Background: an optimization exercise with open tools, aiming at small area, a short achievable clock period and few clock cycles per item. Do not read the settings as production practice.
In this exercise RTL edits were held to simulation tests only and were not proved equivalent to the original.
Power figures rest on the tool's default switching activity, not on a simulated workload.

## config.mk

```make
export PLATFORM = sky130hd
export DESIGN_NAME = shader_cache_entry_validator_unit
export DESIGN_NICKNAME = shader_cache_entry_validator_unit
export VERILOG_FILES = /design/flow/design.v
export SDC_FILE = /design/flow/constraint.sdc
export NUM_CORES = 4
export LEC_CHECK = 0
export ABC_AREA = 1
export CAP_MARGIN = 20
export CORE_MARGIN = 2
export CORE_UTILIZATION = 40
export SLEW_MARGIN = 20
```

## constraint.sdc

```tcl
create_clock -name core_clock -period 10.0 [get_ports {clock}]
set_input_delay 2.0000 -clock core_clock [delete_from_list [all_inputs] [get_ports {clock}]]
set_output_delay 2.0000 -clock core_clock [all_outputs]
set_load 0.01 [all_outputs]
```

## design.v

```verilog
package scev_pkg;
   localparam logic [31:0] HdrMagic   = 32'h3256_5053;
   localparam logic [31:0] SpvMagic   = 32'h0723_0203;
   localparam logic [63:0] FnvBasis   = 64'hCBF2_9CE4_8422_2325;
   localparam logic [31:0] MaxBytesReset = 32'd67108864;
   localparam logic [2:0] VerdictOk     = 3'd0;
   localparam logic [2:0] VerdictSize   = 3'd1;
   localparam logic [2:0] VerdictHeader = 3'd2;
   localparam logic [2:0] VerdictLength = 3'd3;
   localparam logic [2:0] VerdictHash   = 3'd4;
   localparam logic [2:0] VerdictPrefix = 3'd5;
   localparam logic [2:0] VerdictSpirv  = 3'd6;
   function automatic logic [31:0] inc32(input logic [31:0] v);
      logic [4:0] blk;
      logic       c;
      begin
         blk[0] = 1'b1;
         for (int b = 0; b < 4; b++) blk[b + 1] = blk[b] & (&v[8 * b +: 8]);
         for (int b = 0; b < 4; b++) begin
            c = blk[b];
            for (int i = 0; i < 8; i++) begin
               inc32[8 * b + i] = v[8 * b + i] ^ c;
               c = c & v[8 * b + i];
            end
         end
      end
   endfunction
   function automatic logic [31:0] dec32(input logic [31:0] v);
      dec32 = ~inc32(~v);
   endfunction
   function automatic logic [15:0] dec16(input logic [15:0] v);
      logic [31:0] w;
      begin
         w = dec32({16'hFFFF, v});
         dec16 = w[15:0];
      end
   endfunction
   function automatic logic [63:0] fnv_step(input logic [63:0] hash, input logic [7:0] data);
      logic [63:0] x;
      begin
         x = hash ^ {56'd0, data};
         fnv_step = (x << 40) + (x << 9) - (x << 6) - (x << 4) + (x << 1) + x;
      end
   endfunction
endpackage
module scev_fnv_hash (
   input  logic        clock,
   input  logic        consume,    
   input  logic        payload,    
   input  logic        load,       
   input  logic [7:0]  port_byte,
   output logic [63:0] hash
);
   logic [63:0] x, xn, row0, row1, pg_p, pg_g, next, base;
   logic t1, t2, t3, t4, t5, t6, t7, t8, t9, t10, t11, t12, t13, t14, t15, t16;
   logic t17, t18, t19, t20, t21, t22, t23, t24, t25, t26, t27, t28, t29, t30, t31, t32;
   logic t33, t34, t35, t36, t37, t38, t39, t40, t41, t42, t43, t44, t45, t46, t47, t48;
   logic t49, t50, t51, t52, t53, t54, t55, t56, t57, t58, t59, t60, t61, t62, t63, t64;
   logic t65, t66, t67, t68, t69, t70, t71, t72, t73, t74, t75, t76, t77, t78, t79, t80;
   logic t81, t82, t83, t84, t85, t86, t87, t88, t89, t90, t91, t92, t93, t94, t95, t96;
   logic t97, t98, t99, t100, t101, t102, t103, t104, t105, t106, t107, t108, t109, t110, t111, t112;
   logic t113, t114, t115, t116, t117, t118, t119, t120, t121, t122, t123, t124, t125, t126, t127, t128;
   logic t129, t130, t131, t132, t133, t134, t135, t136, t137, t138, t139, t140, t141, t142, t143, t144;
   logic t145, t146, t147, t148, t149, t150, t151, t152, t153, t154, t155, t156, t157, t158, t159, t160;
   logic t161, t162, t163, t164, t165, t166, t167, t168, t169, t170, t171, t172, t173, t174, t175, t176;
   logic t177, t178, t179, t180, t181, t182, t183, t184, t185, t186, t187, t188, t189, t190, t191, t192;
   logic t193, t194, t195, t196, t197, t198, t199, t200, t201, t202, t203, t204, t205, t206, t207, t208;
   logic t209, t210, t211, t212, t213, t214, t215, t216, t217, t218, t219, t220, t221, t222, t223, t224;
   logic t225, t226, t227, t228, t229, t230, t231, t232, t233, t234, t235, t236, t237, t238, t239, t240;
   logic t241, t242, t243, t244, t245, t246, t247, t248, t249, t250, t251, t252, t253, t254, t255, t256;
   logic t257, t258, t259, t260, t261, t262, t263, t264, t265, t266, t267, t268, t269, t270, t271, t272;
   logic t273, t274, t275, t276, t277, t278, t279, t280, t281, t282, t283, t284, t285, t286, t287, t288;
   logic t289, t290, t291, t292, t293, t294, t295, t296, t297, t298, t299, t300, t301, t302, t303, t304;
   logic t305, t306, t307, t308, t309, t310, t311, t312, t313, t314, t315, t316, t317, t318, t319, t320;
   logic t321, t322, t323, t324, t325, t326, t327, t328, t329, t330, t331, t332, t333, t334, t335, t336;
   logic t337, t338, t339, t340, t341, t342, t343, t344, t345, t346, t347, t348, t349, t350, t351, t352;
   logic t353, t354, t355, t356, t357, t358, t359, t360, t361, t362, t363, t364, t365, t366, t367, t368;
   logic t369, t370, t371, t372, t373, t374, t375, t376, t377, t378, t379, t380, t381, t382, t383, t384;
   logic t385, t386, t387, t388, t389, t390, t391, t392, t393, t394, t395, t396, t397, t398, t399, t400;
   logic t401, t402, t403, t404, c1g, c2g, c2p, c3g, c3p, c4g, c4p, c5g, c5p, c6g, c6p, c7g;
   logic c7p, c8g, c8p, c9g, c9p, c10g, c10p, c11g, c11p, c12g, c12p, c13g, c13p, c14g, c14p, c15g;
   logic c15p, c16g, c16p, c17g, c17p, c18g, c18p, c19g, c19p, c20g, c20p, c21g, c21p, c22g, c22p, c23g;
   logic c23p, c24g, c24p, c25g, c25p, c26g, c26p, c27g, c27p, c28g, c28p, c29g, c29p, c30g, c30p, c31g;
   logic c31p, c32g, c32p, c33g, c34g, c35g, c35p, c36g, c36p, c37g, c37p, c38g, c38p, c39g, c39p, c40g;
   logic c40p, c41g, c41p, c42g, c42p, c43g, c43p, c44g, c44p, c45g, c45p, c46g, c46p, c47g, c47p, c48g;
   logic c48p, c49g, c49p, c50g, c50p, c51g, c51p, c52g, c52p, c53g, c53p, c54g, c54p, c55g, c55p, c56g;
   logic c56p, c57g, c57p, c58g, c58p, c59g, c59p, c60g, c60p, c61g, c61p, c62g, c62p, c63g, c63p, c64g;
   logic c64p, c65g, c66g, c67g, c68g, c69g, c69p, c70g, c70p, c71g, c71p, c72g, c72p, c73g, c73p, c74g;
   logic c74p, c75g, c75p, c76g, c76p, c77g, c77p, c78g, c78p, c79g, c79p, c80g, c80p, c81g, c81p, c82g;
   logic c82p, c83g, c83p, c84g, c84p, c85g, c85p, c86g, c86p, c87g, c87p, c88g, c88p, c89g, c89p, c90g;
   logic c90p, c91g, c91p, c92g, c92p, c93g, c93p, c94g, c94p, c95g, c95p, c96g, c96p, c97g, c98g, c99g;
   logic c100g, c101g, c102g, c103g, c104g, c105g, c105p, c106g, c106p, c107g, c107p, c108g, c108p, c109g, c109p, c110g;
   logic c110p, c111g, c111p, c112g, c112p, c113g, c113p, c114g, c114p, c115g, c115p, c116g, c116p, c117g, c117p, c118g;
   logic c118p, c119g, c119p, c120g, c120p, c121g, c121p, c122g, c122p, c123g, c123p, c124g, c124p, c125g, c125p, c126g;
   logic c126p, c127g, c127p, c128g, c128p, c129g, c130g, c131g, c132g, c133g, c134g, c135g, c136g, c137g, c138g, c139g;
   logic c140g, c141g, c142g, c143g, c144g, c145g, c145p, c146g, c146p, c147g, c147p, c148g, c148p, c149g, c149p, c150g;
   logic c150p, c151g, c151p, c152g, c152p, c153g, c153p, c154g, c154p, c155g, c155p, c156g, c156p, c157g, c157p, c158g;
   logic c158p, c159g, c159p, c160g, c160p, c161g, c162g, c163g, c164g, c165g, c166g, c167g, c168g, c169g, c170g, c171g;
   logic c172g, c173g, c174g, c175g, c176g, c177g, c178g, c179g, c180g, c181g, c182g, c183g, c184g, c185g, c186g, c187g;
   logic c188g, c189g, c190g, c191g, c192g;
   assign x  = hash;
   assign xn = ~x;
   assign t1 = ~x[5];
   assign t2 = x[5];
   assign {t4, t3} = x[6] + x[7];
   assign {t6, t5} = x[7] + x[8];
   assign {t8, t7} = x[0] + x[8] + x[9];
   assign {t10, t9} = x[1] + x[9] + x[10];
   assign {t12, t11} = x[2] + x[10] + x[11];
   assign {t14, t13} = x[3] + x[11] + x[12];
   assign {t16, t15} = x[4] + x[12] + x[13];
   assign {t18, t17} = x[5] + x[13] + x[14];
   assign {t20, t19} = x[6] + x[14] + x[15];
   assign {t22, t21} = x[7] + x[15] + x[16];
   assign {t24, t23} = x[8] + x[16] + x[17];
   assign {t26, t25} = x[9] + x[17] + x[18];
   assign {t28, t27} = x[10] + x[18] + x[19];
   assign {t30, t29} = x[11] + x[19] + x[20];
   assign {t32, t31} = x[12] + x[20] + x[21];
   assign {t34, t33} = x[13] + x[21] + x[22];
   assign {t36, t35} = x[14] + x[22] + x[23];
   assign {t38, t37} = x[15] + x[23] + x[24];
   assign {t40, t39} = x[16] + x[24] + x[25];
   assign {t42, t41} = x[17] + x[25] + x[26];
   assign {t44, t43} = x[18] + x[26] + x[27];
   assign {t46, t45} = x[19] + x[27] + x[28];
   assign {t48, t47} = x[20] + x[28] + x[29];
   assign {t50, t49} = x[21] + x[29] + x[30];
   assign {t52, t51} = x[22] + x[30] + x[31];
   assign {t54, t53} = x[23] + x[31] + x[32];
   assign {t56, t55} = x[24] + x[32] + x[33];
   assign {t58, t57} = x[25] + x[33] + x[34];
   assign {t60, t59} = x[26] + x[34] + x[35];
   assign {t62, t61} = x[27] + x[35] + x[36];
   assign {t64, t63} = x[28] + x[36] + x[37];
   assign {t66, t65} = x[29] + x[37] + x[38];
   assign {t68, t67} = x[30] + x[38] + x[39];
   assign {t70, t69} = x[0] + x[31] + x[39];
   assign {t72, t71} = x[40] + xn[34];
   assign {t74, t73} = x[1] + x[32] + x[40];
   assign {t76, t75} = x[41] + xn[35] + xn[37];
   assign {t78, t77} = x[2] + x[33] + x[41];
   assign {t80, t79} = x[42] + xn[36] + xn[38];
   assign {t82, t81} = x[3] + x[34] + x[42];
   assign {t84, t83} = x[43] + xn[37] + xn[39];
   assign {t86, t85} = x[4] + x[35] + x[43];
   assign {t88, t87} = x[44] + xn[38] + xn[40];
   assign {t90, t89} = x[5] + x[36] + x[44];
   assign {t92, t91} = x[45] + xn[39] + xn[41];
   assign {t94, t93} = x[6] + x[37] + x[45];
   assign {t96, t95} = x[46] + xn[40] + xn[42];
   assign {t98, t97} = x[7] + x[38] + x[46];
   assign {t100, t99} = x[47] + xn[41] + xn[43];
   assign {t102, t101} = x[8] + x[39] + x[47];
   assign {t104, t103} = x[48] + xn[42] + xn[44];
   assign {t106, t105} = x[9] + x[40] + x[48];
   assign {t108, t107} = x[49] + xn[43] + xn[45];
   assign {t110, t109} = x[10] + x[41] + x[49];
   assign {t112, t111} = x[50] + xn[44] + xn[46];
   assign {t114, t113} = x[11] + x[42] + x[50];
   assign {t116, t115} = x[51] + xn[45] + xn[47];
   assign {t118, t117} = x[12] + x[43] + x[51];
   assign {t120, t119} = x[52] + xn[46] + xn[48];
   assign {t122, t121} = x[13] + x[44] + x[52];
   assign {t124, t123} = x[53] + xn[47] + xn[49];
   assign {t126, t125} = x[14] + x[45] + x[53];
   assign {t128, t127} = x[54] + xn[48] + xn[50];
   assign {t130, t129} = x[15] + x[46] + x[54];
   assign {t132, t131} = x[55] + xn[49] + xn[51];
   assign {t134, t133} = x[16] + x[47] + x[55];
   assign {t136, t135} = x[56] + xn[50] + xn[52];
   assign {t138, t137} = x[17] + x[48] + x[56];
   assign {t140, t139} = x[57] + xn[51] + xn[53];
   assign {t142, t141} = x[18] + x[49] + x[57];
   assign {t144, t143} = x[58] + xn[52] + xn[54];
   assign {t146, t145} = x[19] + x[50] + x[58];
   assign {t148, t147} = x[59] + xn[53] + xn[55];
   assign {t150, t149} = x[20] + x[51] + x[59];
   assign {t152, t151} = x[60] + xn[54] + xn[56];
   assign {t154, t153} = x[21] + x[52] + x[60];
   assign {t156, t155} = x[61] + xn[55] + xn[57];
   assign {t158, t157} = x[22] + x[53] + x[61];
   assign {t160, t159} = x[62] + xn[56] + xn[58];
   assign {t162, t161} = x[23] + x[54] + x[62];
   assign {t164, t163} = x[63] + xn[57] + xn[59];
   assign t165 = ~x[3];
   assign t166 = x[3];
   assign {t168, t167} = x[4] + x[5];
   assign {t170, t169} = x[6] + xn[0] + xn[2];
   assign {t172, t171} = xn[1] + xn[3] + t2;
   assign {t174, t173} = xn[2] + xn[4] + t4;
   assign {t176, t175} = xn[3] + xn[5] + t6;
   assign {t178, t177} = xn[4] + xn[6] + t8;
   assign {t180, t179} = xn[5] + xn[7] + t10;
   assign {t182, t181} = xn[6] + xn[8] + t12;
   assign {t184, t183} = xn[7] + xn[9] + t14;
   assign {t186, t185} = xn[8] + xn[10] + t16;
   assign {t188, t187} = xn[9] + xn[11] + t18;
   assign {t190, t189} = xn[10] + xn[12] + t20;
   assign {t192, t191} = xn[11] + xn[13] + t22;
   assign {t194, t193} = xn[12] + xn[14] + t24;
   assign {t196, t195} = xn[13] + xn[15] + t26;
   assign {t198, t197} = xn[14] + xn[16] + t28;
   assign {t200, t199} = xn[15] + xn[17] + t30;
   assign {t202, t201} = xn[16] + xn[18] + t32;
   assign {t204, t203} = xn[17] + xn[19] + t34;
   assign {t206, t205} = xn[18] + xn[20] + t36;
   assign {t208, t207} = xn[19] + xn[21] + t38;
   assign {t210, t209} = xn[20] + xn[22] + t40;
   assign {t212, t211} = xn[21] + xn[23] + t42;
   assign {t214, t213} = xn[22] + xn[24] + t44;
   assign {t216, t215} = xn[23] + xn[25] + t46;
   assign {t218, t217} = xn[24] + xn[26] + t48;
   assign {t220, t219} = xn[25] + xn[27] + t50;
   assign {t222, t221} = xn[26] + xn[28] + t52;
   assign {t224, t223} = xn[27] + xn[29] + t54;
   assign {t226, t225} = xn[28] + xn[30] + t56;
   assign {t228, t227} = xn[29] + xn[31] + t58;
   assign {t230, t229} = xn[30] + xn[32] + t60;
   assign {t232, t231} = xn[31] + xn[33] + t62;
   assign {t234, t233} = xn[32] + xn[34] + t64;
   assign {t236, t235} = xn[33] + xn[35] + t66;
   assign {t238, t237} = xn[36] + t68 + t69;
   assign {t240, t239} = t70 + t73 + t72;
   assign {t242, t241} = t74 + t77 + t76;
   assign {t244, t243} = t78 + t81 + t80;
   assign {t246, t245} = t82 + t85 + t84;
   assign {t248, t247} = t86 + t89 + t88;
   assign {t250, t249} = t90 + t93 + t92;
   assign {t252, t251} = t94 + t97 + t96;
   assign {t254, t253} = t98 + t101 + t100;
   assign {t256, t255} = t102 + t105 + t104;
   assign {t258, t257} = t106 + t109 + t108;
   assign {t260, t259} = t110 + t113 + t112;
   assign {t262, t261} = t114 + t117 + t116;
   assign {t264, t263} = t118 + t121 + t120;
   assign {t266, t265} = t122 + t125 + t124;
   assign {t268, t267} = t126 + t129 + t128;
   assign {t270, t269} = t130 + t133 + t132;
   assign {t272, t271} = t134 + t137 + t136;
   assign {t274, t273} = t138 + t141 + t140;
   assign {t276, t275} = t142 + t145 + t144;
   assign {t278, t277} = t146 + t149 + t148;
   assign {t280, t279} = t150 + t153 + t152;
   assign {t282, t281} = t154 + t157 + t156;
   assign {t284, t283} = t158 + t161 + t160;
   assign {t286, t285} = x[4] + xn[0];
   assign {t288, t287} = xn[1] + t166 + t167;
   assign {t290, t289} = t168 + t1 + t169;
   assign {t292, t291} = t3 + t170 + t171;
   assign {t294, t293} = t5 + t172 + t173;
   assign {t296, t295} = t7 + t174 + t175;
   assign {t298, t297} = t9 + t176 + t177;
   assign {t300, t299} = t11 + t178 + t179;
   assign {t302, t301} = t13 + t180 + t181;
   assign {t304, t303} = t15 + t182 + t183;
   assign {t306, t305} = t17 + t184 + t185;
   assign {t308, t307} = t19 + t186 + t187;
   assign {t310, t309} = t21 + t188 + t189;
   assign {t312, t311} = t23 + t190 + t191;
   assign {t314, t313} = t25 + t192 + t193;
   assign {t316, t315} = t27 + t194 + t195;
   assign {t318, t317} = t29 + t196 + t197;
   assign {t320, t319} = t31 + t198 + t199;
   assign {t322, t321} = t33 + t200 + t201;
   assign {t324, t323} = t35 + t202 + t203;
   assign {t326, t325} = t37 + t204 + t205;
   assign {t328, t327} = t39 + t206 + t207;
   assign {t330, t329} = t41 + t208 + t209;
   assign {t332, t331} = t43 + t210 + t211;
   assign {t334, t333} = t45 + t212 + t213;
   assign {t336, t335} = t47 + t214 + t215;
   assign {t338, t337} = t49 + t216 + t217;
   assign {t340, t339} = t51 + t218 + t219;
   assign {t342, t341} = t53 + t220 + t221;
   assign {t344, t343} = t55 + t222 + t223;
   assign {t346, t345} = t57 + t224 + t225;
   assign {t348, t347} = t59 + t226 + t227;
   assign {t350, t349} = t61 + t228 + t229;
   assign {t352, t351} = t63 + t230 + t231;
   assign {t354, t353} = t65 + t232 + t233;
   assign {t356, t355} = t67 + t234 + t235;
   assign {t358, t357} = t71 + t236 + t237;
   assign {t360, t359} = t75 + t238 + t239;
   assign {t362, t361} = t79 + t240 + t241;
   assign {t364, t363} = t83 + t242 + t243;
   assign {t366, t365} = t87 + t244 + t245;
   assign {t368, t367} = t91 + t246 + t247;
   assign {t370, t369} = t95 + t248 + t249;
   assign {t372, t371} = t99 + t250 + t251;
   assign {t374, t373} = t103 + t252 + t253;
   assign {t376, t375} = t107 + t254 + t255;
   assign {t378, t377} = t111 + t256 + t257;
   assign {t380, t379} = t115 + t258 + t259;
   assign {t382, t381} = t119 + t260 + t261;
   assign {t384, t383} = t123 + t262 + t263;
   assign {t386, t385} = t127 + t264 + t265;
   assign {t388, t387} = t131 + t266 + t267;
   assign {t390, t389} = t135 + t268 + t269;
   assign {t392, t391} = t139 + t270 + t271;
   assign {t394, t393} = t143 + t272 + t273;
   assign {t396, t395} = t147 + t274 + t275;
   assign {t398, t397} = t151 + t276 + t277;
   assign {t400, t399} = t155 + t278 + t279;
   assign {t402, t401} = t159 + t280 + t281;
   assign {t404, t403} = t163 + t282 + t283;
   assign row0 = {t402, t400, t398, t396, t394, t392, t390, t388, t386, t384, t382, t380, t378, t376, t374, t372, t370, t368, t366, t364, t362, t360, t358, t356, t354, t352, t350, t348, t346, t344, t342, t340, t338, t336, t334, t332, t330, t328, t326, t324, t322, t320, t318, t316, t314, t312, t310, t308, t306, t304, t302, t300, t298, t296, t294, t292, t290, t288, t286, t165, x[2], x[1], x[0], x[0]};
   assign row1 = {t403, t401, t399, t397, t395, t393, t391, t389, t387, t385, t383, t381, t379, t377, t375, t373, t371, t369, t367, t365, t363, t361, t359, t357, t355, t353, t351, t349, t347, t345, t343, t341, t339, t337, t335, t333, t331, t329, t327, t325, t323, t321, t319, t317, t315, t313, t311, t309, t307, t305, t303, t301, t299, t297, t295, t293, t291, t289, t287, t285, x[3], x[2], x[1], 1'b0};
   assign pg_p = row0 ^ row1;
   assign pg_g = row0 & row1;
   assign c1g = pg_g[1] | (pg_p[1] & pg_g[0]);
   assign c2g = pg_g[3] | (pg_p[3] & pg_g[2]);
   assign c2p = pg_p[3] & pg_p[2];
   assign c3g = pg_g[5] | (pg_p[5] & pg_g[4]);
   assign c3p = pg_p[5] & pg_p[4];
   assign c4g = pg_g[7] | (pg_p[7] & pg_g[6]);
   assign c4p = pg_p[7] & pg_p[6];
   assign c5g = pg_g[9] | (pg_p[9] & pg_g[8]);
   assign c5p = pg_p[9] & pg_p[8];
   assign c6g = pg_g[11] | (pg_p[11] & pg_g[10]);
   assign c6p = pg_p[11] & pg_p[10];
   assign c7g = pg_g[13] | (pg_p[13] & pg_g[12]);
   assign c7p = pg_p[13] & pg_p[12];
   assign c8g = pg_g[15] | (pg_p[15] & pg_g[14]);
   assign c8p = pg_p[15] & pg_p[14];
   assign c9g = pg_g[17] | (pg_p[17] & pg_g[16]);
   assign c9p = pg_p[17] & pg_p[16];
   assign c10g = pg_g[19] | (pg_p[19] & pg_g[18]);
   assign c10p = pg_p[19] & pg_p[18];
   assign c11g = pg_g[21] | (pg_p[21] & pg_g[20]);
   assign c11p = pg_p[21] & pg_p[20];
   assign c12g = pg_g[23] | (pg_p[23] & pg_g[22]);
   assign c12p = pg_p[23] & pg_p[22];
   assign c13g = pg_g[25] | (pg_p[25] & pg_g[24]);
   assign c13p = pg_p[25] & pg_p[24];
   assign c14g = pg_g[27] | (pg_p[27] & pg_g[26]);
   assign c14p = pg_p[27] & pg_p[26];
   assign c15g = pg_g[29] | (pg_p[29] & pg_g[28]);
   assign c15p = pg_p[29] & pg_p[28];
   assign c16g = pg_g[31] | (pg_p[31] & pg_g[30]);
   assign c16p = pg_p[31] & pg_p[30];
   assign c17g = pg_g[33] | (pg_p[33] & pg_g[32]);
   assign c17p = pg_p[33] & pg_p[32];
   assign c18g = pg_g[35] | (pg_p[35] & pg_g[34]);
   assign c18p = pg_p[35] & pg_p[34];
   assign c19g = pg_g[37] | (pg_p[37] & pg_g[36]);
   assign c19p = pg_p[37] & pg_p[36];
   assign c20g = pg_g[39] | (pg_p[39] & pg_g[38]);
   assign c20p = pg_p[39] & pg_p[38];
   assign c21g = pg_g[41] | (pg_p[41] & pg_g[40]);
   assign c21p = pg_p[41] & pg_p[40];
   assign c22g = pg_g[43] | (pg_p[43] & pg_g[42]);
   assign c22p = pg_p[43] & pg_p[42];
   assign c23g = pg_g[45] | (pg_p[45] & pg_g[44]);
   assign c23p = pg_p[45] & pg_p[44];
   assign c24g = pg_g[47] | (pg_p[47] & pg_g[46]);
   assign c24p = pg_p[47] & pg_p[46];
   assign c25g = pg_g[49] | (pg_p[49] & pg_g[48]);
   assign c25p = pg_p[49] & pg_p[48];
   assign c26g = pg_g[51] | (pg_p[51] & pg_g[50]);
   assign c26p = pg_p[51] & pg_p[50];
   assign c27g = pg_g[53] | (pg_p[53] & pg_g[52]);
   assign c27p = pg_p[53] & pg_p[52];
   assign c28g = pg_g[55] | (pg_p[55] & pg_g[54]);
   assign c28p = pg_p[55] & pg_p[54];
   assign c29g = pg_g[57] | (pg_p[57] & pg_g[56]);
   assign c29p = pg_p[57] & pg_p[56];
   assign c30g = pg_g[59] | (pg_p[59] & pg_g[58]);
   assign c30p = pg_p[59] & pg_p[58];
   assign c31g = pg_g[61] | (pg_p[61] & pg_g[60]);
   assign c31p = pg_p[61] & pg_p[60];
   assign c32g = pg_g[63] | (pg_p[63] & pg_g[62]);
   assign c32p = pg_p[63] & pg_p[62];
   assign c33g = pg_g[2] | (pg_p[2] & c1g);
   assign c34g = c2g | (c2p & c1g);
   assign c35g = pg_g[6] | (pg_p[6] & c3g);
   assign c35p = pg_p[6] & c3p;
   assign c36g = c4g | (c4p & c3g);
   assign c36p = c4p & c3p;
   assign c37g = pg_g[10] | (pg_p[10] & c5g);
   assign c37p = pg_p[10] & c5p;
   assign c38g = c6g | (c6p & c5g);
   assign c38p = c6p & c5p;
   assign c39g = pg_g[14] | (pg_p[14] & c7g);
   assign c39p = pg_p[14] & c7p;
   assign c40g = c8g | (c8p & c7g);
   assign c40p = c8p & c7p;
   assign c41g = pg_g[18] | (pg_p[18] & c9g);
   assign c41p = pg_p[18] & c9p;
   assign c42g = c10g | (c10p & c9g);
   assign c42p = c10p & c9p;
   assign c43g = pg_g[22] | (pg_p[22] & c11g);
   assign c43p = pg_p[22] & c11p;
   assign c44g = c12g | (c12p & c11g);
   assign c44p = c12p & c11p;
   assign c45g = pg_g[26] | (pg_p[26] & c13g);
   assign c45p = pg_p[26] & c13p;
   assign c46g = c14g | (c14p & c13g);
   assign c46p = c14p & c13p;
   assign c47g = pg_g[30] | (pg_p[30] & c15g);
   assign c47p = pg_p[30] & c15p;
   assign c48g = c16g | (c16p & c15g);
   assign c48p = c16p & c15p;
   assign c49g = pg_g[34] | (pg_p[34] & c17g);
   assign c49p = pg_p[34] & c17p;
   assign c50g = c18g | (c18p & c17g);
   assign c50p = c18p & c17p;
   assign c51g = pg_g[38] | (pg_p[38] & c19g);
   assign c51p = pg_p[38] & c19p;
   assign c52g = c20g | (c20p & c19g);
   assign c52p = c20p & c19p;
   assign c53g = pg_g[42] | (pg_p[42] & c21g);
   assign c53p = pg_p[42] & c21p;
   assign c54g = c22g | (c22p & c21g);
   assign c54p = c22p & c21p;
   assign c55g = pg_g[46] | (pg_p[46] & c23g);
   assign c55p = pg_p[46] & c23p;
   assign c56g = c24g | (c24p & c23g);
   assign c56p = c24p & c23p;
   assign c57g = pg_g[50] | (pg_p[50] & c25g);
   assign c57p = pg_p[50] & c25p;
   assign c58g = c26g | (c26p & c25g);
   assign c58p = c26p & c25p;
   assign c59g = pg_g[54] | (pg_p[54] & c27g);
   assign c59p = pg_p[54] & c27p;
   assign c60g = c28g | (c28p & c27g);
   assign c60p = c28p & c27p;
   assign c61g = pg_g[58] | (pg_p[58] & c29g);
   assign c61p = pg_p[58] & c29p;
   assign c62g = c30g | (c30p & c29g);
   assign c62p = c30p & c29p;
   assign c63g = pg_g[62] | (pg_p[62] & c31g);
   assign c63p = pg_p[62] & c31p;
   assign c64g = c32g | (c32p & c31g);
   assign c64p = c32p & c31p;
   assign c65g = pg_g[4] | (pg_p[4] & c34g);
   assign c66g = c3g | (c3p & c34g);
   assign c67g = c35g | (c35p & c34g);
   assign c68g = c36g | (c36p & c34g);
   assign c69g = pg_g[12] | (pg_p[12] & c38g);
   assign c69p = pg_p[12] & c38p;
   assign c70g = c7g | (c7p & c38g);
   assign c70p = c7p & c38p;
   assign c71g = c39g | (c39p & c38g);
   assign c71p = c39p & c38p;
   assign c72g = c40g | (c40p & c38g);
   assign c72p = c40p & c38p;
   assign c73g = pg_g[20] | (pg_p[20] & c42g);
   assign c73p = pg_p[20] & c42p;
   assign c74g = c11g | (c11p & c42g);
   assign c74p = c11p & c42p;
   assign c75g = c43g | (c43p & c42g);
   assign c75p = c43p & c42p;
   assign c76g = c44g | (c44p & c42g);
   assign c76p = c44p & c42p;
   assign c77g = pg_g[28] | (pg_p[28] & c46g);
   assign c77p = pg_p[28] & c46p;
   assign c78g = c15g | (c15p & c46g);
   assign c78p = c15p & c46p;
   assign c79g = c47g | (c47p & c46g);
   assign c79p = c47p & c46p;
   assign c80g = c48g | (c48p & c46g);
   assign c80p = c48p & c46p;
   assign c81g = pg_g[36] | (pg_p[36] & c50g);
   assign c81p = pg_p[36] & c50p;
   assign c82g = c19g | (c19p & c50g);
   assign c82p = c19p & c50p;
   assign c83g = c51g | (c51p & c50g);
   assign c83p = c51p & c50p;
   assign c84g = c52g | (c52p & c50g);
   assign c84p = c52p & c50p;
   assign c85g = pg_g[44] | (pg_p[44] & c54g);
   assign c85p = pg_p[44] & c54p;
   assign c86g = c23g | (c23p & c54g);
   assign c86p = c23p & c54p;
   assign c87g = c55g | (c55p & c54g);
   assign c87p = c55p & c54p;
   assign c88g = c56g | (c56p & c54g);
   assign c88p = c56p & c54p;
   assign c89g = pg_g[52] | (pg_p[52] & c58g);
   assign c89p = pg_p[52] & c58p;
   assign c90g = c27g | (c27p & c58g);
   assign c90p = c27p & c58p;
   assign c91g = c59g | (c59p & c58g);
   assign c91p = c59p & c58p;
   assign c92g = c60g | (c60p & c58g);
   assign c92p = c60p & c58p;
   assign c93g = pg_g[60] | (pg_p[60] & c62g);
   assign c93p = pg_p[60] & c62p;
   assign c94g = c31g | (c31p & c62g);
   assign c94p = c31p & c62p;
   assign c95g = c63g | (c63p & c62g);
   assign c95p = c63p & c62p;
   assign c96g = c64g | (c64p & c62g);
   assign c96p = c64p & c62p;
   assign c97g = pg_g[8] | (pg_p[8] & c68g);
   assign c98g = c5g | (c5p & c68g);
   assign c99g = c37g | (c37p & c68g);
   assign c100g = c38g | (c38p & c68g);
   assign c101g = c69g | (c69p & c68g);
   assign c102g = c70g | (c70p & c68g);
   assign c103g = c71g | (c71p & c68g);
   assign c104g = c72g | (c72p & c68g);
   assign c105g = pg_g[24] | (pg_p[24] & c76g);
   assign c105p = pg_p[24] & c76p;
   assign c106g = c13g | (c13p & c76g);
   assign c106p = c13p & c76p;
   assign c107g = c45g | (c45p & c76g);
   assign c107p = c45p & c76p;
   assign c108g = c46g | (c46p & c76g);
   assign c108p = c46p & c76p;
   assign c109g = c77g | (c77p & c76g);
   assign c109p = c77p & c76p;
   assign c110g = c78g | (c78p & c76g);
   assign c110p = c78p & c76p;
   assign c111g = c79g | (c79p & c76g);
   assign c111p = c79p & c76p;
   assign c112g = c80g | (c80p & c76g);
   assign c112p = c80p & c76p;
   assign c113g = pg_g[40] | (pg_p[40] & c84g);
   assign c113p = pg_p[40] & c84p;
   assign c114g = c21g | (c21p & c84g);
   assign c114p = c21p & c84p;
   assign c115g = c53g | (c53p & c84g);
   assign c115p = c53p & c84p;
   assign c116g = c54g | (c54p & c84g);
   assign c116p = c54p & c84p;
   assign c117g = c85g | (c85p & c84g);
   assign c117p = c85p & c84p;
   assign c118g = c86g | (c86p & c84g);
   assign c118p = c86p & c84p;
   assign c119g = c87g | (c87p & c84g);
   assign c119p = c87p & c84p;
   assign c120g = c88g | (c88p & c84g);
   assign c120p = c88p & c84p;
   assign c121g = pg_g[56] | (pg_p[56] & c92g);
   assign c121p = pg_p[56] & c92p;
   assign c122g = c29g | (c29p & c92g);
   assign c122p = c29p & c92p;
   assign c123g = c61g | (c61p & c92g);
   assign c123p = c61p & c92p;
   assign c124g = c62g | (c62p & c92g);
   assign c124p = c62p & c92p;
   assign c125g = c93g | (c93p & c92g);
   assign c125p = c93p & c92p;
   assign c126g = c94g | (c94p & c92g);
   assign c126p = c94p & c92p;
   assign c127g = c95g | (c95p & c92g);
   assign c127p = c95p & c92p;
   assign c128g = c96g | (c96p & c92g);
   assign c128p = c96p & c92p;
   assign c129g = pg_g[16] | (pg_p[16] & c104g);
   assign c130g = c9g | (c9p & c104g);
   assign c131g = c41g | (c41p & c104g);
   assign c132g = c42g | (c42p & c104g);
   assign c133g = c73g | (c73p & c104g);
   assign c134g = c74g | (c74p & c104g);
   assign c135g = c75g | (c75p & c104g);
   assign c136g = c76g | (c76p & c104g);
   assign c137g = c105g | (c105p & c104g);
   assign c138g = c106g | (c106p & c104g);
   assign c139g = c107g | (c107p & c104g);
   assign c140g = c108g | (c108p & c104g);
   assign c141g = c109g | (c109p & c104g);
   assign c142g = c110g | (c110p & c104g);
   assign c143g = c111g | (c111p & c104g);
   assign c144g = c112g | (c112p & c104g);
   assign c145g = pg_g[48] | (pg_p[48] & c120g);
   assign c145p = pg_p[48] & c120p;
   assign c146g = c25g | (c25p & c120g);
   assign c146p = c25p & c120p;
   assign c147g = c57g | (c57p & c120g);
   assign c147p = c57p & c120p;
   assign c148g = c58g | (c58p & c120g);
   assign c148p = c58p & c120p;
   assign c149g = c89g | (c89p & c120g);
   assign c149p = c89p & c120p;
   assign c150g = c90g | (c90p & c120g);
   assign c150p = c90p & c120p;
   assign c151g = c91g | (c91p & c120g);
   assign c151p = c91p & c120p;
   assign c152g = c92g | (c92p & c120g);
   assign c152p = c92p & c120p;
   assign c153g = c121g | (c121p & c120g);
   assign c153p = c121p & c120p;
   assign c154g = c122g | (c122p & c120g);
   assign c154p = c122p & c120p;
   assign c155g = c123g | (c123p & c120g);
   assign c155p = c123p & c120p;
   assign c156g = c124g | (c124p & c120g);
   assign c156p = c124p & c120p;
   assign c157g = c125g | (c125p & c120g);
   assign c157p = c125p & c120p;
   assign c158g = c126g | (c126p & c120g);
   assign c158p = c126p & c120p;
   assign c159g = c127g | (c127p & c120g);
   assign c159p = c127p & c120p;
   assign c160g = c128g | (c128p & c120g);
   assign c160p = c128p & c120p;
   assign c161g = pg_g[32] | (pg_p[32] & c144g);
   assign c162g = c17g | (c17p & c144g);
   assign c163g = c49g | (c49p & c144g);
   assign c164g = c50g | (c50p & c144g);
   assign c165g = c81g | (c81p & c144g);
   assign c166g = c82g | (c82p & c144g);
   assign c167g = c83g | (c83p & c144g);
   assign c168g = c84g | (c84p & c144g);
   assign c169g = c113g | (c113p & c144g);
   assign c170g = c114g | (c114p & c144g);
   assign c171g = c115g | (c115p & c144g);
   assign c172g = c116g | (c116p & c144g);
   assign c173g = c117g | (c117p & c144g);
   assign c174g = c118g | (c118p & c144g);
   assign c175g = c119g | (c119p & c144g);
   assign c176g = c120g | (c120p & c144g);
   assign c177g = c145g | (c145p & c144g);
   assign c178g = c146g | (c146p & c144g);
   assign c179g = c147g | (c147p & c144g);
   assign c180g = c148g | (c148p & c144g);
   assign c181g = c149g | (c149p & c144g);
   assign c182g = c150g | (c150p & c144g);
   assign c183g = c151g | (c151p & c144g);
   assign c184g = c152g | (c152p & c144g);
   assign c185g = c153g | (c153p & c144g);
   assign c186g = c154g | (c154p & c144g);
   assign c187g = c155g | (c155p & c144g);
   assign c188g = c156g | (c156p & c144g);
   assign c189g = c157g | (c157p & c144g);
   assign c190g = c158g | (c158p & c144g);
   assign c191g = c159g | (c159p & c144g);
   assign c192g = c160g | (c160p & c144g);
   assign next[0] = pg_p[0];
   assign next[1] = pg_p[1] ^ pg_g[0];
   assign next[2] = pg_p[2] ^ c1g;
   assign next[3] = pg_p[3] ^ c33g;
   assign next[4] = pg_p[4] ^ c34g;
   assign next[5] = pg_p[5] ^ c65g;
   assign next[6] = pg_p[6] ^ c66g;
   assign next[7] = pg_p[7] ^ c67g;
   assign next[8] = pg_p[8] ^ c68g;
   assign next[9] = pg_p[9] ^ c97g;
   assign next[10] = pg_p[10] ^ c98g;
   assign next[11] = pg_p[11] ^ c99g;
   assign next[12] = pg_p[12] ^ c100g;
   assign next[13] = pg_p[13] ^ c101g;
   assign next[14] = pg_p[14] ^ c102g;
   assign next[15] = pg_p[15] ^ c103g;
   assign next[16] = pg_p[16] ^ c104g;
   assign next[17] = pg_p[17] ^ c129g;
   assign next[18] = pg_p[18] ^ c130g;
   assign next[19] = pg_p[19] ^ c131g;
   assign next[20] = pg_p[20] ^ c132g;
   assign next[21] = pg_p[21] ^ c133g;
   assign next[22] = pg_p[22] ^ c134g;
   assign next[23] = pg_p[23] ^ c135g;
   assign next[24] = pg_p[24] ^ c136g;
   assign next[25] = pg_p[25] ^ c137g;
   assign next[26] = pg_p[26] ^ c138g;
   assign next[27] = pg_p[27] ^ c139g;
   assign next[28] = pg_p[28] ^ c140g;
   assign next[29] = pg_p[29] ^ c141g;
   assign next[30] = pg_p[30] ^ c142g;
   assign next[31] = pg_p[31] ^ c143g;
   assign next[32] = pg_p[32] ^ c144g;
   assign next[33] = pg_p[33] ^ c161g;
   assign next[34] = pg_p[34] ^ c162g;
   assign next[35] = pg_p[35] ^ c163g;
   assign next[36] = pg_p[36] ^ c164g;
   assign next[37] = pg_p[37] ^ c165g;
   assign next[38] = pg_p[38] ^ c166g;
   assign next[39] = pg_p[39] ^ c167g;
   assign next[40] = pg_p[40] ^ c168g;
   assign next[41] = pg_p[41] ^ c169g;
   assign next[42] = pg_p[42] ^ c170g;
   assign next[43] = pg_p[43] ^ c171g;
   assign next[44] = pg_p[44] ^ c172g;
   assign next[45] = pg_p[45] ^ c173g;
   assign next[46] = pg_p[46] ^ c174g;
   assign next[47] = pg_p[47] ^ c175g;
   assign next[48] = pg_p[48] ^ c176g;
   assign next[49] = pg_p[49] ^ c177g;
   assign next[50] = pg_p[50] ^ c178g;
   assign next[51] = pg_p[51] ^ c179g;
   assign next[52] = pg_p[52] ^ c180g;
   assign next[53] = pg_p[53] ^ c181g;
   assign next[54] = pg_p[54] ^ c182g;
   assign next[55] = pg_p[55] ^ c183g;
   assign next[56] = pg_p[56] ^ c184g;
   assign next[57] = pg_p[57] ^ c185g;
   assign next[58] = pg_p[58] ^ c186g;
   assign next[59] = pg_p[59] ^ c187g;
   assign next[60] = pg_p[60] ^ c188g;
   assign next[61] = pg_p[61] ^ c189g;
   assign next[62] = pg_p[62] ^ c190g;
   assign next[63] = pg_p[63] ^ c191g;
   assign base = payload ? next : scev_pkg::FnvBasis;
   always_ff @(posedge clock) begin
      if (consume) begin
         hash[63:8] <= base[63:8];
      end
      if (consume || load) begin
         hash[7:0] <= (consume ? base[7:0] : hash[7:0]) ^ (load ? port_byte : 8'd0);
      end
   end
endmodule
module scev_spirv_walk (
   input  logic       clock,
   input  logic       reset,
   input  logic       step,       
   input  logic       header,     
   input  logic       word,       
   input  logic [7:0] data_byte,
   output logic       bad         
);
   logic [1:0]  lane_ff;    
   logic [2:0]  widx_ff;    
   logic [15:0] skip_ff;    
   logic [7:0]  b2_ff;      
   logic        zero_ff;    
   logic        bad_ff;
   logic [15:0] len;
   logic [7:0]  magic_byte;
   logic        byte_zero;
   logic        bad_now;
   always_comb begin
      len        = {data_byte, b2_ff};
      byte_zero  = data_byte == 8'd0;
      magic_byte = scev_pkg::SpvMagic[8 * lane_ff +: 8];
      bad_now    = 1'b0;
      case (widx_ff)
         3'd0: bad_now = data_byte != magic_byte;
         3'd3: bad_now = lane_ff == 2'd3 && zero_ff && byte_zero;
         3'd4: bad_now = !byte_zero;
         3'd5: bad_now = lane_ff == 2'd3 && skip_ff == 16'd0 && len == 16'd0;
         default: ;
      endcase
   end
   always_ff @(posedge clock) begin
      if (reset) begin
         lane_ff <= '0;
         widx_ff <= '0;
         bad_ff  <= 1'b0;
      end else if (step && header) begin
         lane_ff <= '0;
         widx_ff <= '0;
         bad_ff  <= 1'b0;
      end else if (step && word) begin
         lane_ff <= lane_ff + 2'd1;
         if (bad_now) bad_ff <= 1'b1;
         if (lane_ff == 2'd3 && widx_ff != 3'd5) widx_ff <= widx_ff + 3'd1;
      end
   end
   always_ff @(posedge clock) begin
      if (step && word) begin
         zero_ff <= (lane_ff == 2'd0 || zero_ff) && byte_zero;
         if (lane_ff == 2'd2) b2_ff <= data_byte;
         if (lane_ff == 2'd3) begin
            if (widx_ff != 3'd5) skip_ff <= '0;
            else skip_ff <= scev_pkg::dec16(skip_ff == 16'd0 ? len : skip_ff);
         end
      end
   end
   assign bad = bad_ff || widx_ff != 3'd5 || skip_ff != 16'd0;
endmodule
module shader_cache_entry_validator_unit (
   input  logic        clock,
   input  logic        reset,
   input  logic        req_tvalid,
   output logic        req_tready,
   input  logic [15:0] req_tdata,   
   input  logic        req_tlast,   
   output logic        rsp_tvalid,
   input  logic        rsp_tready,
   output logic [39:0] rsp_tdata,   
   input  logic        csr_valid,
   output logic        csr_ready,
   input  logic [1:0]  csr_index,
   input  logic [31:0] csr_data
);
   logic [31:0] stage_code_ff;
   logic [23:0] contract_len_ff;
   logic [23:0] source_len_ff;
   logic [31:0] max_bytes_ff;
   logic        in_valid_ff;
   logic [7:0]  in_file_ff;
   logic        in_differs_ff;   
   logic        in_last_ff;
   logic [1:0]  owed_ff;         
   logic        ready_ff;
   logic [31:0] pos_ff;          
   logic        payload_ff;      
   logic        words_ff;        
   logic        over_ff;         
   logic        header_bad_ff;
   logic [31:0] word_count_ff;
   logic [31:0] len_left_ff;     
   logic        len_high_ff;     
   logic        len_sum_ok_ff;   
   logic [63:0] hash_field_ff;
   logic        prefix_bad_ff;
   logic        vp_valid_ff;
   logic [2:0]  vp_code_ff;      
   logic        rsp_valid_ff;
   logic [2:0]  rsp_code_ff;
   logic [31:0] rejected_ff;
   logic        take, take_payload, consume, last, header, prefix, word;
   logic [5:0]  hpos;
   logic [7:0]  expect_byte;
   logic        check_byte;
   logic [63:0] hash;
   logic        walk_bad;
   logic [25:0] prefix_end;
   logic        at_prefix_end;
   logic        at_max;
   logic [2:0]  pre_code;
   logic [2:0]  code;
   logic        load_rsp;
   logic [1:0]  owed_next;
   assign csr_ready  = 1'b1;
   assign req_tready = ready_ff;
   assign rsp_tvalid = rsp_valid_ff;
   assign rsp_tdata  = {5'd0, rejected_ff, rsp_code_ff};
   always_ff @(posedge clock) begin
      if (reset) begin
         stage_code_ff   <= '0;
         contract_len_ff <= '0;
         source_len_ff   <= '0;
         max_bytes_ff    <= scev_pkg::MaxBytesReset;
      end else if (csr_valid) begin
         case (csr_index)
            2'd0: stage_code_ff   <= csr_data;
            2'd1: contract_len_ff <= csr_data[23:0];
            2'd2: source_len_ff   <= csr_data[23:0];
            default: max_bytes_ff <= csr_data;
         endcase
      end
   end
   assign take = req_tvalid && ready_ff;
   always_ff @(posedge clock) begin
      in_valid_ff   <= take && !reset;
      in_file_ff    <= req_tdata[7:0];
      in_differs_ff <= req_tdata[7:0] != req_tdata[15:8];
      in_last_ff    <= req_tlast;
   end
   always_comb begin
      owed_next = owed_ff;
      if (take && req_tlast) owed_next = owed_next + 2'd1;
      if (rsp_valid_ff && rsp_tready) owed_next = owed_next - 2'd1;
   end
   always_ff @(posedge clock) begin
      if (reset) begin
         owed_ff  <= '0;
         ready_ff <= 1'b1;
      end else begin
         owed_ff  <= owed_next;
         ready_ff <= !owed_next[1];
      end
   end
   assign consume = in_valid_ff;
   assign last    = in_last_ff;
   assign header  = !payload_ff;
   assign prefix  = payload_ff && !words_ff;
   assign word    = words_ff;
   assign hpos    = pos_ff[5:0];
   assign prefix_end = {2'd0, contract_len_ff} + {2'd0, source_len_ff} + 26'd39;
   assign at_max  = pos_ff == max_bytes_ff;
   assign at_prefix_end = pos_ff == {6'd0, prefix_end};
   always_comb begin
      check_byte  = header && hpos < 6'd20;
      expect_byte = 8'd0;
      case (hpos[4:0])
         5'd0:  expect_byte = scev_pkg::HdrMagic[7:0];
         5'd1:  expect_byte = scev_pkg::HdrMagic[15:8];
         5'd2:  expect_byte = scev_pkg::HdrMagic[23:16];
         5'd3:  expect_byte = scev_pkg::HdrMagic[31:24];
         5'd4:  expect_byte = 8'd2;
         5'd8:  expect_byte = stage_code_ff[7:0];
         5'd9:  expect_byte = stage_code_ff[15:8];
         5'd10: expect_byte = stage_code_ff[23:16];
         5'd11: expect_byte = stage_code_ff[31:24];
         5'd12: expect_byte = contract_len_ff[7:0];
         5'd13: expect_byte = contract_len_ff[15:8];
         5'd14: expect_byte = contract_len_ff[23:16];
         5'd16: expect_byte = source_len_ff[7:0];
         5'd17: expect_byte = source_len_ff[15:8];
         5'd18: expect_byte = source_len_ff[23:16];
         default: expect_byte = 8'd0;
      endcase
   end
   always_ff @(posedge clock) begin
      if (reset) begin
         pos_ff        <= '0;
         payload_ff    <= 1'b0;
         words_ff      <= 1'b0;
         over_ff       <= 1'b0;
         header_bad_ff <= 1'b0;
         len_high_ff   <= 1'b0;
         len_sum_ok_ff <= 1'b0;
      end else if (consume) begin
         if (last) begin
            pos_ff        <= '0;
            payload_ff    <= 1'b0;
            words_ff      <= 1'b0;
            over_ff       <= 1'b0;
            header_bad_ff <= 1'b0;
            len_high_ff   <= 1'b0;
            len_sum_ok_ff <= 1'b0;
         end else begin
            pos_ff <= scev_pkg::inc32(pos_ff);
            if (header && hpos == 6'd39) payload_ff <= 1'b1;
            if (at_max) over_ff <= 1'b1;
            if (check_byte && in_file_ff != expect_byte) header_bad_ff <= 1'b1;
            if (header && hpos[5:2] == 4'd7 && in_file_ff != 8'd0) len_high_ff <= 1'b1;
            if (at_prefix_end) begin
               words_ff <= 1'b1;
               if (len_left_ff == {word_count_ff[29:0], 1'b0, payload_ff} &&
                   word_count_ff[31:30] == 2'd0) len_sum_ok_ff <= 1'b1;
            end
         end
      end
   end
   always_ff @(posedge clock) begin
      if (consume) begin
         if (header) begin
            case (hpos)
               6'd20: word_count_ff[7:0]   <= in_file_ff;
               6'd21: word_count_ff[15:8]  <= in_file_ff;
               6'd22: word_count_ff[23:16] <= in_file_ff;
               6'd23: word_count_ff[31:24] <= in_file_ff;
               6'd24: len_left_ff[7:0]     <= in_file_ff;
               6'd25: len_left_ff[15:8]    <= in_file_ff;
               6'd26: len_left_ff[23:16]   <= in_file_ff;
               6'd27: len_left_ff[31:24]   <= in_file_ff;
               6'd32: hash_field_ff[7:0]   <= in_file_ff;
               6'd33: hash_field_ff[15:8]  <= in_file_ff;
               6'd34: hash_field_ff[23:16] <= in_file_ff;
               6'd35: hash_field_ff[31:24] <= in_file_ff;
               6'd36: hash_field_ff[39:32] <= in_file_ff;
               6'd37: hash_field_ff[47:40] <= in_file_ff;
               6'd38: hash_field_ff[55:48] <= in_file_ff;
               6'd39: hash_field_ff[63:56] <= in_file_ff;
               default: ;
            endcase
         end else begin
            len_left_ff <= scev_pkg::dec32(len_left_ff);
         end
      end
   end
   always_ff @(posedge clock) begin
      if (reset) begin
         prefix_bad_ff <= 1'b0;
      end else if (consume) begin
         if (header) prefix_bad_ff <= 1'b0;
         else if (prefix && in_differs_ff) prefix_bad_ff <= 1'b1;
      end
   end
   assign take_payload = take && (consume ? !last && (payload_ff || hpos == 6'd39) : payload_ff);
   scev_fnv_hash u_hash (
      .clock     (clock),
      .consume   (consume),
      .payload   (payload_ff),
      .load      (take_payload),
      .port_byte (req_tdata[7:0]),
      .hash      (hash)
   );
   scev_spirv_walk u_walk (
      .clock     (clock),
      .reset     (reset),
      .step      (consume),
      .header    (header),
      .word      (word),
      .data_byte (in_file_ff),
      .bad       (walk_bad)
   );
   always_comb begin
      if (over_ff || at_max || (header && hpos != 6'd39)) begin
         pre_code = scev_pkg::VerdictSize;
      end else if (header_bad_ff || (word_count_ff[31:3] == 29'd0 && word_count_ff[2:0] < 3'd5)) begin
         pre_code = scev_pkg::VerdictHeader;
      end else if (!(payload_ff && len_left_ff == 32'd1 && !len_high_ff && len_sum_ok_ff)) begin
         pre_code = scev_pkg::VerdictLength;
      end else begin
         pre_code = scev_pkg::VerdictOk;
      end
   end
   always_comb begin
      if (vp_code_ff != scev_pkg::VerdictOk) code = vp_code_ff;
      else if (hash != hash_field_ff) code = scev_pkg::VerdictHash;
      else if (prefix_bad_ff) code = scev_pkg::VerdictPrefix;
      else if (walk_bad) code = scev_pkg::VerdictSpirv;
      else code = scev_pkg::VerdictOk;
   end
   assign load_rsp = vp_valid_ff && !rsp_valid_ff;
   always_ff @(posedge clock) begin
      if (reset) begin
         vp_valid_ff  <= 1'b0;
         rsp_valid_ff <= 1'b0;
         rejected_ff  <= '0;
      end else begin
         if (consume && last) vp_valid_ff <= 1'b1;
         else if (load_rsp) vp_valid_ff <= 1'b0;
         if (load_rsp) begin
            rsp_valid_ff <= 1'b1;
            if (code != scev_pkg::VerdictOk)
               rejected_ff <= scev_pkg::inc32(rejected_ff) | {32{&rejected_ff}};
         end else if (rsp_tready) begin
            rsp_valid_ff <= 1'b0;
         end
      end
   end
   always_ff @(posedge clock) begin
      if (consume && last) vp_code_ff <= pre_code;
      if (load_rsp) rsp_code_ff <= code;
   end
endmodule
```

## flow/run.sh

```bash
#!/bin/bash
# Own layout flow: the standard flow (standard.sh, standard synthesis unchanged) with
# smaller port buffers and a clock tree without dummy loads, set through ORFS's environment
# variables. The flow's full output goes to flow_orfs.log in this folder.
set -euo pipefail
cd "$(dirname "$0")/.."
export BUFFER_PORTS_ARGS="-buffer_cell sky130_fd_sc_hd__buf_1"
export CTS_ARGS="-sink_clustering_enable -repair_clock_nets -dont_use_dummy_load -sink_clustering_size 15 -sink_clustering_max_diameter 50 -buf_list {sky130_fd_sc_hd__clkbuf_4 sky130_fd_sc_hd__clkbuf_8}"
export SETUP_SLACK_MARGIN=5.75
bash standard.sh > flow_orfs.log 2>&1
```

## standard.sh

```bash
#!/bin/bash
# synth_recipe.tcl (not shown) runs the flow's synth.tcl, then flattens the netlist and writes it again
# the make line also repeats each setting of config.mk as NAME=value (left out here)
make -C /OpenROAD-flow-scripts/flow DESIGN_CONFIG=/design/flow/config.mk WORK_HOME=/design/flow/orfs CLKGATE_MAP_FILE= SYNTH_SCRIPT=/design/flow/synth_recipe.tcl "${@:-finish}"
```

==> summary.txt, run 1 <==
STA
  • Fin crit period: 4210 ps
  • Slew HR: 36.5%
  • Final setup violation count: 0
  • Clock Skew: 116 ps
  • Slew Limit Fails: 0
  • Period utilization: 42.1%
  • Fmax achieved: 238 MHz
  • Setup TNS: 0 ps
  • Fin. Hold Viols: 0
  • Slew at the pin closest to its max-slew limit: 951 ps
  • RSZ-0062 raised after global routing: yes

Synth
  • Number of synthesized flops with an enable pin: 222
  • Sequential area share after synthesis: 35.8%
  • Mean area per synthesized cell: 8.57 µm²
  • #FFs+latches synth: 427
  • Synth warn: 3
  • Synth cell count leaders: inv_1, nand2_1, nor2_1
  • Post-synthesis cell area: 30000 µm²
  • Yosys top cell by area: edfxtp_1
  • Yosys cell types: 59
  • Ranking of synthesized cells by area: edfxtp_1, dfxtp_1, fa_1
  • Post-synth ARST share: 0%
  • Top cell type's share of synthesized area: 22.2%
  • Most common cell in the netlist: inv_1
  • Top FF cell, synth: edfxtp_1
  • Synth Instances: 3505

Drt
  • DR vias: 24400
  • 1st-pass router iterations: 5
  • Initial DRC count: 1878
  • ANT nets after route: 0
  • Wire length per cell: 18.6 µm
  • Total Wirelength: 87600 µm
  • DR DRC count: 0
  • Number of vias per cell: 5.17

Placed design
  • Area after DPL: 31400 µm²
  • GP Congestion: 0.922
  • Port Buf Inserts: 92
  • Final HPWL DP: 64700 µm

GRT
  • Initial antenna violation count: 0
  • First-pass GRT wire length: 133000 µm
  • Tot GR Track Use: 22.3%
  • Largest net degree at the start of global routing: 77
  • Gr ovfl total: 0
  • Vias in the first global route: 23200

Floorplan
  • Chip Height: 278 µm
  • Site Rows: 100
  • Placeable Area: 74400 µm²
  • I/O pins: 99
  • Initial Util: 40.4%
  • Width of the die: 278 µm
  • Die area: 77300 µm²

Clocking
  • Clock slew at reported path FFs: 70 ps
  • Worst-skew pair later-pin latency: 720 ps
  • CTS Hold Bufs: 0
  • CTS root buf: clkbuf_8
  • Clock Path Buffers: 3
  • TritonCTS clock tree: built
  • H-tree Lvls: 2
  • CTS Buf Count: 59
  • CTS Sinks: 427

Worst setup path
  • Flop2flop setup slack: 5790 ps
  • Maximum fanout along the worst path: 7
  • CP peak stage delay: 570 ps
  • Most frequent CP cell: fa_1
  • Buf/Inv on CP: 4
  • Worst path cell trace: buf_4, fa_1, inv_1, fa_1, fa_1, inv_1, ha_1, nand2_4, nor2_4, nand2_2, nor2_4, clkinv_4, nor3_4, nand3_2, nand3_2, nand3_1
  • Worst Path Required: 10380 ps
  • Setup Crit Path Kind: reg2reg
  • Crit path max-delay cell type: fa_1
  • Delay-heaviest family, CP: adder cells
  • Crit path capture type: register
  • Arr. time, crit path: 4590 ps
  • Critical path launch point type: register

Cells and area
  • Antenna diodes: 0
  • Nets: 4216
  • Area grow syn2layout: 13.8%
  • Share of layout cells above drive strength 1: 11.8%
  • Fin area: 34200 µm²

Pwr
  • VDD IR-drop max: 0.0935 mV
  • Power Density: 128 nW/µm²
  • Design Power: 4.37 mW
  • Lkg Pwr: 15.0 nW

Job
  • Max Cap Viol: 0

Worst hold path
  • Hold Crit Class: reg2reg

Run status
  • Status: finished clean
==> layout make-up <==
type	instances	area [µm²]
fillers	7250	40200
multi-input cells	2347	17200
flip-flops and latches	427	10800
inverters	648	2440
repair buffers	260	1750
well taps	969	1210
clock buffers	59	812
==> routing by layer <==
metal | track usage [%] | routed length (µm) | up-vias
met2 | 35.3 | 39300 | 742
met5 | 0 | 0 | -
met4 | 6.47 | 2170 | 0
li1 | - | - | 11800
met1 | 31.4 | 40200 | 11700
met3 | 3.55 | 5930 | 119
==> stage by stage <==
| step | hold WS, ps | setup WS (ps) | util, % | cells |
|---|---|---|---|---|
| final | 457 | 5790 | 45.9 | 4710 |
| after global routing | 476 | 5580 | 45.9 | 4710 |
| after CTS | 456 | 5730 | 44.4 | 4644 |
| after detailed placement | 444 | 4730 | 42.2 | 4507 |
| after global placement | 440 | 4740 | 42.2 | 4507 |
| after floorplan | 428 | 5860 | - | 3509 |
==> final timing paths <==
kind / to / cells after the start / start
max: u_hash.hash[59] / 16 / u_hash.hash[42]
min: over_ff / 2 / over_ff
max reg2reg: u_hash.hash[59] / 16 / u_hash.hash[42]
min reg2reg: over_ff / 2 / over_ff
==> power breakdown <==
part           switching [mW]  leakage [nW]  internal, mW
combinational           0.793          10.9         0.513
clock                   0.641         0.424         0.515
sequential             0.0328          3.66          1.87
==> sequential cells by signal, indices dropped and copies added (netlist names), 3 cells and up <==
signal           cells
contract_len_ff     24
hash_field_ff       64
in_file_ff           8
len_left_ff         32
max_bytes_ff        32
pos_ff              32
rejected_ff         32
rsp_code_ff          3
source_len_ff       24
stage_code_ff       32
u_hash.hash         64
u_walk.b2_ff         8
u_walk.skip_ff      16
u_walk.widx_ff       3
word_count_ff       32
==> timing repair <==
action | 4_1_cts | 5_1_grt
buffers inserted | 76 | 65
hold endpoints to repair | 0 | 0
endpoints found under the setup margin | 42 | 42
pin swaps | 10 | 50
cloned | 2 | 1
resized for setup | 40 | 152
==> cells in the final DEF, fill, tap and decap left out, types with 190 or more instances in the layout <==
cell type and instances:
a21oi_1 237, dfxtp_1 203, edfxtp_1 222, fa_1 191, ha_1 202, inv_1 627, nand2_1 501, nand3_1 201
nor2_1 269, o21ai_0 190
==> logic make-up after synthesis <==
kind of cell,count (synthesis),share of synthesized area [%]
AO/OA/AOI/OAI,571,10.4
XOR/XNOR,143,4.17
adder cells (fa/ha/maj),417,22.3
buffers and inverters,738,9.58
flip-flops,427,35.8
other,2,0.0250
AND/OR/NAND/NOR,1207,17.7
==> tightest hold or removal path: stages (launching register included) <==
cell and delay [ps]:
dfxtp_1 300, inv_1 60, a21oi_1 60
Testbench counts, summed over its fixed seeds: cycles 74,921, bytes 74,896.
==> run 2: changes to the inputs <==
--- a/flow/run.sh
+++ b/flow/run.sh
@@ -7,4 +7,4 @@
 export BUFFER_PORTS_ARGS="-buffer_cell sky130_fd_sc_hd__buf_1"
 export CTS_ARGS="-sink_clustering_enable -repair_clock_nets -dont_use_dummy_load -sink_clustering_size 15 -sink_clustering_max_diameter 50 -buf_list {sky130_fd_sc_hd__clkbuf_4 sky130_fd_sc_hd__clkbuf_8}"
-export SETUP_SLACK_MARGIN=5.75
+export SETUP_SLACK_MARGIN=5.5
 bash standard.sh > flow_orfs.log 2>&1
==> summary.txt, run 2 <==
Run status
  • Status: finished clean

Worst setup path
  • Worst R2R Start: u_hash.hash[23]
  • Maximum fanout along the worst path: 9 (+2)
  • Reg2reg path depth: 18 (+2)
  • Crit path max-delay cell type: fa_1
  • Critical path launch point type: register
  • Worst flop-to-flop path endpoint: u_hash.hash[63]
  • Crit path from: u_hash.hash[23]
  • Setup Crit Path Kind: reg2reg
  • Worst path cell trace: buf_4, fa_1, fa_1, inv_1, fa_1, inv_1, ha_1, a21oi_1, o21bai_1, a21oi_1, o221ai_1, a21oi_4, nand2_4, buf_4, nand3_1, nand2_1, nand2_1, nand3_1
  • Worst Path Required: 10370 ps (about the same)
  • Most frequent CP cell: fa_1
  • Worst setup endpoint: u_hash.hash[63]
  • Flop2flop setup slack: 5660 ps (-130 ps)
  • Arr. time, crit path: 4710 ps (+120 ps)
  • Crit path capture type: register
  • CP peak stage delay: 520 ps (-50 ps)

Pwr
  • Sw Ratio: 32.7% (-0.85 points)
  • Pint: 2.78 mW (-4.1%)
  • Power share of the clock group: 28.0% (+1.5 points)
  • Lkg Pwr: 14.6 nW (-2.7%)
  • VDD IR-drop max: 0.0944 mV (+0.94%)
  • Combinational Power Share: 25.8% (-4.1 points)
  • Design Power: 4.14 mW (-5.3%)
  • Power Density: 125 nW/µm² (-2.0%)
  • Switch Pwr: 1.35 mW (-7.7%)
  • Seq pwr share: 46.2% (+2.6 points)

Cells and area
  • Area grow syn2layout: 9.98%
  • Top flop regs: hash_field_ff: 64 flops, u_hash.hash: 64 flops
  • Share of layout cells above drive strength 1: 7.64% (-4.2 points)
  • Antenna diodes: 0 (unchanged)
  • Nets: 4154 (-1.5%)
  • Most common cell after layout, fill and taps aside: inv_1
  • Most frequent cells in the layout: inv_1, nand2_1, nor2_1, a21oi_1, edfxtp_1
  • Fin util: 44.4% (-1.5 points)
  • Fin cells: 4648 (-1.3%)
  • Fin area: 33000 µm² (-3.4%)

Clocking
  • H-tree Lvls: 2 (unchanged)
  • CTS Sinks: 427 (unchanged)
  • CTS root buf: clkbuf_8
  • Clock Path Buffers: 3 (unchanged)
  • CTS Buf Count: 59 (unchanged)
  • Worst-skew pair later-pin latency: 720 ps (about the same)
  • Clock slew at reported path FFs: 70 ps (about the same)
  • TritonCTS clock tree: built

GRT
  • Vias in the first global route: 22900 (-1.3%)
  • Gr ovfl total: 0 (unchanged)
  • Largest net degree at the start of global routing: 77 (unchanged)
  • First-pass GRT wire length: 131000 µm (-1.5%)
  • Tot GR Track Use: 21.9% (-0.35 points)
  • Initial antenna violation count: 0 (unchanged)

Drt
  • DR DRC count: 0 (unchanged)
  • Initial DRC count: 1731 (-7.8%)
  • 1st-pass router iterations: 6 (+1)
  • Total Wirelength: 85300 µm (-2.6%)
  • DR vias: 23900 (-2.0%)
  • Number of vias per cell: 5.14 (-0.68%)
  • Wire length per cell: 18.4 µm (-1.3%)
  • ANT nets after route: 0 (unchanged)

STA
  • RSZ-0062 raised after global routing: yes
  • Final setup violation count: 0 (unchanged)
  • Setup TNS: 0 ps (unchanged)
  • Fmax achieved: 231 MHz (-2.9%)
  • Fin crit period: 4340 ps (+126 ps)
  • Clock Skew: 117 ps (+0.948 ps)
  • WHS: 456 ps (-1.03 ps)
  • Slew Limit Fails: 0 (unchanged)
  • Period utilization: 43.4% (+1.3 points)
  • Slew at the pin closest to its max-slew limit: 966 ps (+14.6 ps)
  • Fin. Hold Viols: 0 (unchanged)
  • Fin worst setup slack: 5660 ps (-126 ps)
  • Slew HR: 35.5% (-0.98 points)

Floorplan
  • I/O pins: 99 (unchanged)
  • Placeable Area: 74400 µm² (unchanged)
  • Die area: 77300 µm² (unchanged)
  • Site Rows: 100 (unchanged)
  • Initial Util: 40.4% (unchanged)
  • Width of the die: 278 µm (unchanged)
  • Chip Height: 278 µm (unchanged)

Synth
  • Number of synthesized flops with an enable pin: 222 (unchanged)
  • Synth cell count leaders: inv_1, nand2_1, nor2_1
  • Sequential area share after synthesis: 35.8% (unchanged)
  • Post-synthesis cell area: 30000 µm² (unchanged)
  • Ranking of synthesized cells by area: edfxtp_1, dfxtp_1, fa_1
  • Mean area per synthesized cell: 8.57 µm² (unchanged)
  • Yosys top cell by area: edfxtp_1
  • Yosys cell types: 59 (unchanged)
  • Synth Instances: 3505 (unchanged)
  • Top cell type's share of synthesized area: 22.2% (unchanged)
  • #FFs+latches synth: 427 (unchanged)
  • Top FF cell, synth: edfxtp_1
  • Post-synth ARST share: 0% (unchanged)
  • Synth warn: 3 (unchanged)
  • Most common cell in the netlist: inv_1

Placed design
  • Setup WS pre-CTS: 4730 ps (unchanged)
  • Placed Instances: 4507 (unchanged)
  • Port Buf Inserts: 92 (unchanged)
  • GP Congestion: 0.922 (unchanged)
  • Area after DPL: 31400 µm² (unchanged)
  • Final HPWL DP: 64700 µm (unchanged)

Job
  • Max Cap Viol: 0 (unchanged)

Worst hold path
  • Hold Crit Class: reg2reg
  • Hold wc startpoint: over_ff
## run 2: changes by cell type in the layout (fill, tap and decap cells not counted), sizes merged
cell	delta
buf	-60
inv	+1
clkinv	-1
o21ai	-1
nand2	-1
## run 2: cells by family (layout without fill, tap and decap cells)
group	count (synthesis)	count (layout)	share of synthesized area (%)
flip-flops	427	427	35.8
XOR/XNOR	143	143	4.17
adder cells (fa/ha/maj)	417	417	22.3
AO/OA/AOI/OAI	571	571	10.4
AND/OR/NAND/NOR	1207	1208	17.7
buffers and inverters	738	907	9.58
other	2	6	0.0250
## run 2: worst max-delay path, delay by kind of cell (launching register included)
kind	cells	cell delay (ps)
adder cells (fa/ha/maj)	4	1730
AND/OR/NAND/NOR	5	400
flip-flops	1	430
AO/OA/AOI/OAI	5	1010
buffers and inverters	4	490
## run 2: worst min path at each step
stage	to	slack [ps]	cells after the start
5_1_grt	stage_code_ff[10]	480	2
6_report	over_ff	460	2
4_1_cts	over_ff	460	2
3_5_place_dp	over_ff	440	2
3_3_place_gp	stage_code_ff[19]	440	2
2_1_floorplan	over_ff	430	2
## run 2: layout make-up
class	instances	area, µm²
Clock buffer	59	812
Inverter	648	2430
Fill cell	7407	41400
Sequential cell	427	10800
Tap cell	969	1210
Multi-Input combinational cell	2345	16600
Timing Repair Buffer	200	1240
## run 2: power groups by stage
stage	Sequential, mW	Clock (mW)	Combinational, mW
detailed placement	1.96	0	0.967
global route	1.91	1.25	1.22
CTS	1.92	1.19	0.997
finish	1.91	1.16	1.07
floorplan	1.94	0	0.747
global placement	1.96	0	0.960
## run 2: what timing repair did
item	in CTS	in global routing
buffers inserted	15	66
pin swaps	2	5
endpoints found under the setup margin	32	35
gates resized for setup	8	33
hold buffers	0	0
cloned	1	0
## run 2: layer usage
layer | up-vias | GRT usage [%] | part of all wire, %
met5 | - | 0 | 0
met4 | 0 | 6.24 | 2.6
met3 | 113 | 3.30 | 6.3
met2 | 658 | 34.9 | 45
met1 | 11400 | 31.0 | 47
li1 | 11700 | - | -

## what the ideal ports hide
No port has a modelled driver above. Below, the same layouts with a new extraction and two added sets of constraints.
Step 1 assumes that a clkbuf_16 drives the clock port and a buf_2 every other input.
Step 2 times the ports against the registers' clock, not the clock port: input delays grow and output delays shrink by t, the midpoint of the rising clock arrivals with the driver on.
a / b / c = no drivers / after step 1 / after step 2; a / b = the first two.
run	t (ns)	setup slack, ns	worst data-port slew with drivers (ns)
run 1	0.720	5.790 / 5.790 / 5.489	0.07
run 2	0.720	5.664 / 5.664 / 5.483	0.06
After both steps every run listed still meets setup and hold. For run 1, which loses most, drivers alone change the setup slack by 0.000 ns; drivers and shift together by -0.301 ns.
